Context: an optimization exercise on an open-source flow, tuned for small area, a short achievable clock period and few clock cycles. The choices shown serve that exercise and are no tape-out recipe.
Only simulation tests tie the RTL to the original design; equivalence was not proved.
Power and IR drop assume default switching activity.

==> inputs of v35 <==
==> flow/design.v <==
package rv_pkg;
   localparam logic [6:0] OPC_OP     = 7'b0110011;
   localparam logic [6:0] OPC_OP_IMM = 7'b0010011;
   localparam logic [6:0] OPC_LOAD   = 7'b0000011;
   localparam logic [6:0] OPC_STORE  = 7'b0100011;
   localparam logic [6:0] OPC_BRANCH = 7'b1100011;
   localparam logic [6:0] OPC_JALR   = 7'b1100111;
   localparam logic [6:0] OPC_LUI    = 7'b0110111;
endpackage
`timescale 1ns/10ps
module rv_alu (
   input  logic [64-1:0] a,
   input  logic [64-1:0] b,
   input  logic                sub,
   output logic [64-1:0] sum,
   output logic                lt,
   output logic                eq
);
   logic [64:0] s65;
   assign s65 = {a, 1'b1} + {b ^ {64{sub}}, sub};
   assign sum = s65[64:1];
   assign lt  = (a[64-1] ^ b[64-1]) ? a[64-1] : sum[64-1];
   assign eq  = (a == b);
endmodule
`timescale 1ns/10ps
module rv_regfile (
   input  logic                  CLK,
   input  logic                  RESET,
   input  logic [5-1:0] rs1,
   input  logic [5-1:0] rs2,
   input  logic [5-1:0] rd,
   input  logic                  we,
   input  logic [64-1:0]   wdata,
   output logic [64-1:0]   rdata1,
   output logic [64-1:0]   rdata2
);
   logic [64-1:0] regs [32];
   assign rdata1 = regs[rs1];
   assign rdata2 = regs[rs2];
   always_ff @(posedge CLK or posedge RESET)
   begin
      if (RESET)
      begin
         for (int i = 0; i < 32; i++)
            regs[i] <= '0;
      end
      else if (we && (rd != '0))
         regs[rd] <= wdata;
   end
endmodule
`timescale 1ns/10ps
import rv_pkg::*;
module rv_core (
   input  logic                CLK,
   input  logic                RESET,
   output logic [64-1:0] imem_addr,
   input  logic [31:0]         imem_rdata,
   output logic [64-1:0] dmem_addr,
   output logic [64-1:0] dmem_wdata,
   output logic                dmem_re,
   output logic                dmem_we,
   input  logic [64-1:0] dmem_rdata
);
   localparam int XL = 64;
   logic [XL-1:0] pcf;           
   logic          vd;            
   logic          ex_wr, ex_ld, ex_sd, ex_br, ex_jalr, ex_pred;
   logic          ex_sub, ex_slt, ex_f3_2, ex_f3_0;
   logic [4:0]    ex_rd;
   logic [3:0]    ex_sa;         
   logic [4:0]    ex_sb;         
   logic [3:0]    ex_ss;         
   logic [XL-1:0] ex_a, ex_b;
   logic [31:0]   ex_imm;
   logic [XL-1:0] ex_tgt;        
   logic          mem_wr, mem_re, mem_we;
   logic [4:0]    mem_rd;
   logic [XL-1:0] mem_res, mem_wdata;
   logic          wb_wr, wb_ld;
   logic [4:0]    wb_rd;
   logic [XL-1:0] wb_res;
   logic [XL-1:0] w3_data;       
   logic [31:0]   ir;
   logic [6:0]    opc;
   logic [2:0]    f3;
   logic [4:0]    rd, rs1, rs2;
   logic          d_op, d_opi, d_lui, d_ld, d_sd, d_br, d_jalr;
   logic          d_wr, d_use1, d_use2, d_slt, d_sub, d_immb;
   logic [31:0]   d_imm;
   logic [XL-1:0] rf1, rf2;
   logic [XL-1:0] d_pc, d_btgt;
   logic [XL-1:0] wb_data;
   assign ir  = imem_rdata;
   assign opc = ir[6:0];
   assign f3  = ir[14:12];
   assign rd  = ir[11:7];
   assign rs1 = ir[19:15];
   assign rs2 = ir[24:20];
   assign d_op   = (opc == OPC_OP)     && (f3 == 3'd0 || f3 == 3'd2);
   assign d_opi  = (opc == OPC_OP_IMM) && (f3 == 3'd0 || f3 == 3'd2);
   assign d_lui  = (opc == OPC_LUI);
   assign d_ld   = (opc == OPC_LOAD)   && (f3 == 3'd3);
   assign d_sd   = (opc == OPC_STORE)  && (f3 == 3'd3);
   assign d_br   = (opc == OPC_BRANCH) && (f3[1] == 1'b0);
   assign d_jalr = (opc == OPC_JALR)   && (f3 == 3'd0);
   assign d_wr   = (d_op || d_opi || d_lui || d_ld || d_jalr) && (rd != 5'd0);
   assign d_use1 = d_op || d_opi || d_ld || d_sd || d_br || d_jalr;
   assign d_use2 = d_op || d_sd || d_br;
   assign d_slt  = (d_op || d_opi) && f3[1];
   assign d_sub  = d_slt || d_br || (d_op && ir[30]);
   assign d_immb = d_opi || d_lui || d_ld || d_sd || d_jalr;
   always_comb
   begin
      if (d_lui)
         d_imm = {ir[31:12], 12'h000};
      else if (d_sd)
         d_imm = {{20{ir[31]}}, ir[31:25], ir[11:7]};
      else
         d_imm = {{20{ir[31]}}, ir[31:20]};
   end
   assign d_pc   = pcf - XL'(4);
   assign d_btgt = d_pc + {{(XL-13){ir[31]}}, ir[31], ir[7], ir[30:25], ir[11:8], 1'b0};
   rv_regfile u_regfile (
      .CLK    (CLK),
      .RESET  (RESET),
      .rs1    (rs1),
      .rs2    (rs2),
      .rd     (wb_rd),
      .we     (wb_wr),
      .wdata  (wb_data),
      .rdata1 (rf1),
      .rdata2 (rf2)
   );
   logic h1_1, h2_1, h3_1, h1_2, h2_2, h3_2;
   logic [3:0] sa, ss;
   logic [4:0] sb;
   logic haz, redirect, issue, pred;
   assign h1_1 = ex_wr  && (ex_rd  == rs1);
   assign h2_1 = mem_wr && (mem_rd == rs1);
   assign h3_1 = wb_wr  && (wb_rd  == rs1);
   assign h1_2 = ex_wr  && (ex_rd  == rs2);
   assign h2_2 = mem_wr && (mem_rd == rs2);
   assign h3_2 = wb_wr  && (wb_rd  == rs2);
   assign haz = (d_use1 && ((h1_1 && ex_ld) || (!h1_1 && h2_1 && mem_re))) ||
                (d_use2 && ((h1_2 && ex_ld) || (!h1_2 && h2_2 && mem_re)));
   always_comb
   begin
      sa = 4'b0000;
      if (d_use1)
      begin
         if (h1_1)      sa = 4'b0010;
         else if (h2_1) sa = 4'b0100;
         else if (h3_1) sa = 4'b1000;
         else           sa = 4'b0001;
      end
      ss = 4'b0001;
      if (h1_2)      ss = 4'b0010;
      else if (h2_2) ss = 4'b0100;
      else if (h3_2) ss = 4'b1000;
      sb = d_immb ? 5'b10000 : {1'b0, ss};
   end
   assign issue = vd && !redirect && !haz;
   assign pred  = issue && d_br && ir[31];
   logic [XL-1:0] imm64, opa, opb, ops, sum, res, ex_target;
   logic          lt, eq, cond;
   assign imm64 = {{(XL-32){ex_imm[31]}}, ex_imm};
   assign opa = ({XL{ex_sa[0]}} & ex_a) | ({XL{ex_sa[1]}} & mem_res) |
                ({XL{ex_sa[2]}} & wb_res) | ({XL{ex_sa[3]}} & w3_data);
   assign opb = ({XL{ex_sb[0]}} & ex_b) | ({XL{ex_sb[1]}} & mem_res) |
                ({XL{ex_sb[2]}} & wb_res) | ({XL{ex_sb[3]}} & w3_data) |
                ({XL{ex_sb[4]}} & imm64);
   assign ops = ({XL{ex_ss[0]}} & ex_b) | ({XL{ex_ss[1]}} & mem_res) |
                ({XL{ex_ss[2]}} & wb_res) | ({XL{ex_ss[3]}} & w3_data);
   rv_alu u_alu (
      .a   (opa),
      .b   (opb),
      .sub (ex_sub),
      .sum (sum),
      .lt  (lt),
      .eq  (eq)
   );
   assign cond      = ex_f3_2 ? (lt ^ ex_f3_0) : (eq ^ ex_f3_0);
   assign redirect  = ex_jalr || (ex_br && (cond != ex_pred));
   assign ex_target = ex_jalr ? {sum[XL-1:1], 1'b0} : ex_tgt;
   always_comb
   begin
      if (ex_slt)
         res = {{(XL-1){1'b0}}, lt};
      else if (ex_jalr)
         res = ex_tgt;
      else
         res = sum;
   end
   assign wb_data = wb_ld ? dmem_rdata : wb_res;
   always_ff @(posedge CLK or posedge RESET)
   begin
      if (RESET)
      begin
         pcf     <= 64'h0000_0000_0000_0000;
         vd      <= 1'b0;
         ex_wr   <= 1'b0;
         ex_ld   <= 1'b0;
         ex_sd   <= 1'b0;
         ex_br   <= 1'b0;
         ex_jalr <= 1'b0;
         mem_wr  <= 1'b0;
         mem_re  <= 1'b0;
         mem_we  <= 1'b0;
         wb_wr   <= 1'b0;
         wb_ld   <= 1'b0;
      end
      else
      begin
         if (redirect)
         begin
            pcf <= ex_target;
            vd  <= 1'b0;
         end
         else if (vd && haz)
         begin
            pcf <= d_pc;    
            vd  <= 1'b0;
         end
         else if (pred)
         begin
            pcf <= d_btgt;
            vd  <= 1'b0;
         end
         else
         begin
            pcf <= pcf + XL'(4);
            vd  <= 1'b1;
         end
         ex_wr   <= issue && d_wr;
         ex_ld   <= issue && d_ld;
         ex_sd   <= issue && d_sd;
         ex_br   <= issue && d_br;
         ex_jalr <= issue && d_jalr;
         mem_wr  <= ex_wr;
         mem_re  <= ex_ld;
         mem_we  <= ex_sd;
         wb_wr   <= mem_wr;
         wb_ld   <= mem_re;
      end
   end
   always_ff @(posedge CLK)
   begin
      ex_rd   <= rd;
      ex_pred <= pred;
      ex_sub  <= d_sub;
      ex_slt  <= d_slt;
      ex_f3_2 <= f3[2];
      ex_f3_0 <= f3[0];
      ex_sa   <= sa;
      ex_sb   <= sb;
      ex_ss   <= ss;
      ex_a    <= rf1;
      ex_b    <= rf2;
      ex_imm  <= d_imm;
      ex_tgt  <= (d_jalr || pred) ? pcf : d_btgt;
      mem_rd    <= ex_rd;
      mem_res   <= res;
      mem_wdata <= ops;
      wb_rd  <= mem_rd;
      wb_res <= mem_res;
      w3_data <= wb_data;
   end
   assign imem_addr  = pcf;
   assign dmem_addr  = mem_res;
   assign dmem_wdata = mem_wdata;
   assign dmem_re    = mem_re;
   assign dmem_we    = mem_we;
endmodule
==> flow/run.sh <==
#!/bin/bash
# synth_recipe.tcl (not shown) runs the flow's synth.tcl, then flattens the netlist and writes it again
# the make line also repeats each setting of config.mk as NAME=value (left out here)
make -C /OpenROAD-flow-scripts/flow DESIGN_CONFIG=/design/flow/config.mk WORK_HOME=/design/flow/orfs CLKGATE_MAP_FILE= SYNTH_SCRIPT=/design/flow/synth_recipe.tcl finish
==> flow/config.mk <==
export PLATFORM = sky130hd
export DESIGN_NAME = rv_core
export DESIGN_NICKNAME = rv_core
export VERILOG_FILES = /design/flow/design.v
export SDC_FILE = /design/flow/constraint.sdc
export NUM_CORES = 4
export LEC_CHECK = 0
export CAP_MARGIN = 30
export CELL_PAD_IN_SITES_DETAIL_PLACEMENT = 1
export CELL_PAD_IN_SITES_GLOBAL_PLACEMENT = 2
export CORE_MARGIN = 2
export CORE_UTILIZATION = 30
export PLACE_DENSITY = 0.5
export SLEW_MARGIN = 40
==> flow/constraint.sdc <==
create_clock -name core_clock -period 6.7 [get_ports {CLK}]
set_input_delay 1.3400 -clock core_clock [delete_from_list [all_inputs] [get_ports {CLK}]]
set_output_delay 1.3400 -clock core_clock [all_outputs]
set_load 0.01 [all_outputs]
==> v4 (differences from v35) <==
--- a/flow/design.v
+++ b/flow/design.v
@@ -33,17 +33,24 @@
    input  logic [64-1:0]   wdata,
    output logic [64-1:0]   rdata1,
-   output logic [64-1:0]   rdata2
+   output logic [64-1:0]   rdata2,
+   output logic                  valid1,
+   output logic                  valid2
 );
-   logic [64-1:0] regs [32];
+   logic [64-1:0]      regs [1:32-1];
+   logic [32-1:0] written;
    assign rdata1 = regs[rs1];
    assign rdata2 = regs[rs2];
+   assign valid1 = written[rs1];
+   assign valid2 = written[rs2];
    always_ff @(posedge CLK or posedge RESET)
    begin
       if (RESET)
-      begin
-         for (int i = 0; i < 32; i++)
-            regs[i] <= '0;
-      end
+         written <= '0;
       else if (we && (rd != '0))
+         written[rd] <= 1'b1;
+   end
+   always_ff @(posedge CLK)
+   begin
+      if (we && (rd != '0))
          regs[rd] <= wdata;
    end
@@ -64,13 +71,11 @@
    localparam int XL = 64;
    logic [XL-1:0] pcf;           
+   logic [XL-1:0] pcd;           
    logic          vd;            
    logic          ex_wr, ex_ld, ex_sd, ex_br, ex_jalr, ex_pred;
    logic          ex_sub, ex_slt, ex_f3_2, ex_f3_0;
    logic [4:0]    ex_rd;
-   logic [3:0]    ex_sa;         
-   logic [4:0]    ex_sb;         
-   logic [3:0]    ex_ss;         
-   logic [XL-1:0] ex_a, ex_b;
-   logic [31:0]   ex_imm;
+   logic          ex_fa, ex_fb, ex_fs;    
+   logic [XL-1:0] ex_a, ex_b, ex_s;       
    logic [XL-1:0] ex_tgt;        
    logic          mem_wr, mem_re, mem_we;
@@ -80,5 +85,4 @@
    logic [4:0]    wb_rd;
    logic [XL-1:0] wb_res;
-   logic [XL-1:0] w3_data;       
    logic [31:0]   ir;
    logic [6:0]    opc;
@@ -89,4 +93,5 @@
    logic [31:0]   d_imm;
    logic [XL-1:0] rf1, rf2;
+   logic          rv1, rv2;
    logic [XL-1:0] d_pc, d_btgt;
    logic [XL-1:0] wb_data;
@@ -119,5 +124,5 @@
          d_imm = {{20{ir[31]}}, ir[31:20]};
    end
-   assign d_pc   = pcf - XL'(4);
+   assign d_pc   = pcd;
    assign d_btgt = d_pc + {{(XL-13){ir[31]}}, ir[31], ir[7], ir[30:25], ir[11:8], 1'b0};
    rv_regfile u_regfile (
@@ -130,10 +135,11 @@
       .wdata  (wb_data),
       .rdata1 (rf1),
-      .rdata2 (rf2)
+      .rdata2 (rf2),
+      .valid1 (rv1),
+      .valid2 (rv2)
    );
    logic h1_1, h2_1, h3_1, h1_2, h2_2, h3_2;
-   logic [3:0] sa, ss;
-   logic [4:0] sb;
    logic haz, redirect, issue, pred;
+   logic [XL-1:0] d_a, d_s;
    assign h1_1 = ex_wr  && (ex_rd  == rs1);
    assign h2_1 = mem_wr && (mem_rd == rs1);
@@ -144,32 +150,17 @@
    assign haz = (d_use1 && ((h1_1 && ex_ld) || (!h1_1 && h2_1 && mem_re))) ||
                 (d_use2 && ((h1_2 && ex_ld) || (!h1_2 && h2_2 && mem_re)));
-   always_comb
-   begin
-      sa = 4'b0000;
-      if (d_use1)
-      begin
-         if (h1_1)      sa = 4'b0010;
-         else if (h2_1) sa = 4'b0100;
-         else if (h3_1) sa = 4'b1000;
-         else           sa = 4'b0001;
-      end
-      ss = 4'b0001;
-      if (h1_2)      ss = 4'b0010;
-      else if (h2_2) ss = 4'b0100;
-      else if (h3_2) ss = 4'b1000;
-      sb = d_immb ? 5'b10000 : {1'b0, ss};
-   end
+   assign d_a = ({XL{d_use1 && h2_1}} & mem_res) |
+                ({XL{d_use1 && !h2_1 && h3_1}} & wb_data) |
+                ({XL{d_use1 && !h2_1 && !h3_1 && rv1}} & rf1);
+   assign d_s = ({XL{h2_2}} & mem_res) |
+                ({XL{!h2_2 && h3_2}} & wb_data) |
+                ({XL{!h2_2 && !h3_2 && rv2}} & rf2);
    assign issue = vd && !redirect && !haz;
    assign pred  = issue && d_br && ir[31];
-   logic [XL-1:0] imm64, opa, opb, ops, sum, res, ex_target;
+   logic [XL-1:0] opa, opb, ops, sum, res, ex_target;
    logic          lt, eq, cond;
-   assign imm64 = {{(XL-32){ex_imm[31]}}, ex_imm};
-   assign opa = ({XL{ex_sa[0]}} & ex_a) | ({XL{ex_sa[1]}} & mem_res) |
-                ({XL{ex_sa[2]}} & wb_res) | ({XL{ex_sa[3]}} & w3_data);
-   assign opb = ({XL{ex_sb[0]}} & ex_b) | ({XL{ex_sb[1]}} & mem_res) |
-                ({XL{ex_sb[2]}} & wb_res) | ({XL{ex_sb[3]}} & w3_data) |
-                ({XL{ex_sb[4]}} & imm64);
-   assign ops = ({XL{ex_ss[0]}} & ex_b) | ({XL{ex_ss[1]}} & mem_res) |
-                ({XL{ex_ss[2]}} & wb_res) | ({XL{ex_ss[3]}} & w3_data);
+   assign opa = ex_fa ? mem_res : ex_a;
+   assign opb = ex_fb ? mem_res : ex_b;
+   assign ops = ex_fs ? mem_res : ex_s;
    rv_alu u_alu (
       .a   (opa),
@@ -246,17 +237,18 @@
    always_ff @(posedge CLK)
    begin
+      pcd     <= pcf;
       ex_rd   <= rd;
-      ex_pred <= pred;
+      ex_pred <= ir[31];    
       ex_sub  <= d_sub;
       ex_slt  <= d_slt;
       ex_f3_2 <= f3[2];
       ex_f3_0 <= f3[0];
-      ex_sa   <= sa;
-      ex_sb   <= sb;
-      ex_ss   <= ss;
-      ex_a    <= rf1;
-      ex_b    <= rf2;
-      ex_imm  <= d_imm;
-      ex_tgt  <= (d_jalr || pred) ? pcf : d_btgt;
+      ex_fa   <= d_use1 && h1_1;
+      ex_fb   <= !d_immb && h1_2;
+      ex_fs   <= h1_2;
+      ex_a    <= d_a;
+      ex_b    <= d_immb ? {{(XL-32){d_imm[31]}}, d_imm} : d_s;
+      ex_s    <= d_s;
+      ex_tgt  <= (d_jalr || (d_br && ir[31])) ? pcf : d_btgt;
       mem_rd    <= ex_rd;
       mem_res   <= res;
@@ -264,5 +256,4 @@
       wb_rd  <= mem_rd;
       wb_res <= mem_res;
-      w3_data <= wb_data;
    end
    assign imem_addr  = pcf;
- SETUP_SLACK_MARGIN: not set -> 3.0
==> summary.txt <==
| metric | v4 | v35 |
|---|---|---|
| Run status | timing/DRC/antenna clean | timing/DRC/antenna clean |
| Net count of the finished layout | 8837 | 13900 |
| Number of buffers and inverters on the critical path | 7 | 2 |
| Floorplan die area | 428000 µm² | 428000 µm² |
| Synthesized-area fraction occupied by ao, oa, aoi and oai cells | 0.0638 | 0.279 |
| Levels on crit path | 21 | 20 |
| Leakage | 54.2 nW | 59.0 nW |
| Clock-pin slew of the registers on the worst-case setup and hold paths | 70 ps | 60 ps |
| Area after DPL | 139000 µm² | 141000 µm² |
| Sw Ratio | 0.264 | 0.338 |
| Critical path arrival | 5360 ps | 7390 ps |
| Post-DR vias/cell | 5.64 | 6.52 |
| Buffers excl. clock | 823 | 945 |
| Count of fill cells added during filler insertion | 41900 | 46700 |
| Mux cell area share after synthesis | 0.259 | 0.0122 |
| Met2 WL post-DR | 266000 µm | 386000 µm |
| HPWL reported at the end of detailed placement | 363000 µm | 559000 µm |
| All-Layer GR Usage | 0.258 | 0.406 |
| Top power group | registers | the clock network |
| Most common library cell in the layout ignoring fill and taps | sky130_fd_sc_hd__edfxtp_1 | sky130_fd_sc_hd__dfrtp_1 |
| Initial cell density of the core | 0.302 | 0.302 |
| Synth Area in XOR/XNOR | 0.0267 | 0.0268 |
| Setup repair after global routing missed its margin | yes | no |
| Relative slew slack | 0.362 | 0.332 |
| Share of the core filled with cells in the final layout | 0.366 | 0.363 |
| Number of detailed-route iterations in the first pass | 6 | 7 |
Testbench counts of v35, summed over its fixed seeds: cycles 23,254.
Testbench counts of v4, summed over its fixed seeds: cycles 23,254.

-- what the ideal ports hide --
The flow's constraints put no driver on any port. The routed layouts listed below were extracted and timed again, unchanged, in two steps.
Step 1, drivers: a clkbuf_16 drives CLK and a buf_2 each remaining input, both assumed.
Step 2 adds t to the input delays and takes it off the output delays; t is the mean of the earliest and latest rising clock arrival at the registers after step 1. Input paths then give back, and output paths get back, about the clock's delay inside the block.
Three values: ideal ports, drivers, drivers and shift; two values: the first two.
run | t (ns) | setup slack, ns | cell pins on the clock port's net
v35 | 1.089 | 0.159 / 0.159 / 0.159 | 1
v4 | 1.050 | 2.134 / 2.134 / 1.619 | 1
After both steps setup and hold are still met in every run listed. The setup slack of v4, which loses most, moves by 0.000 ns with the drivers and by -0.515 ns with both steps.
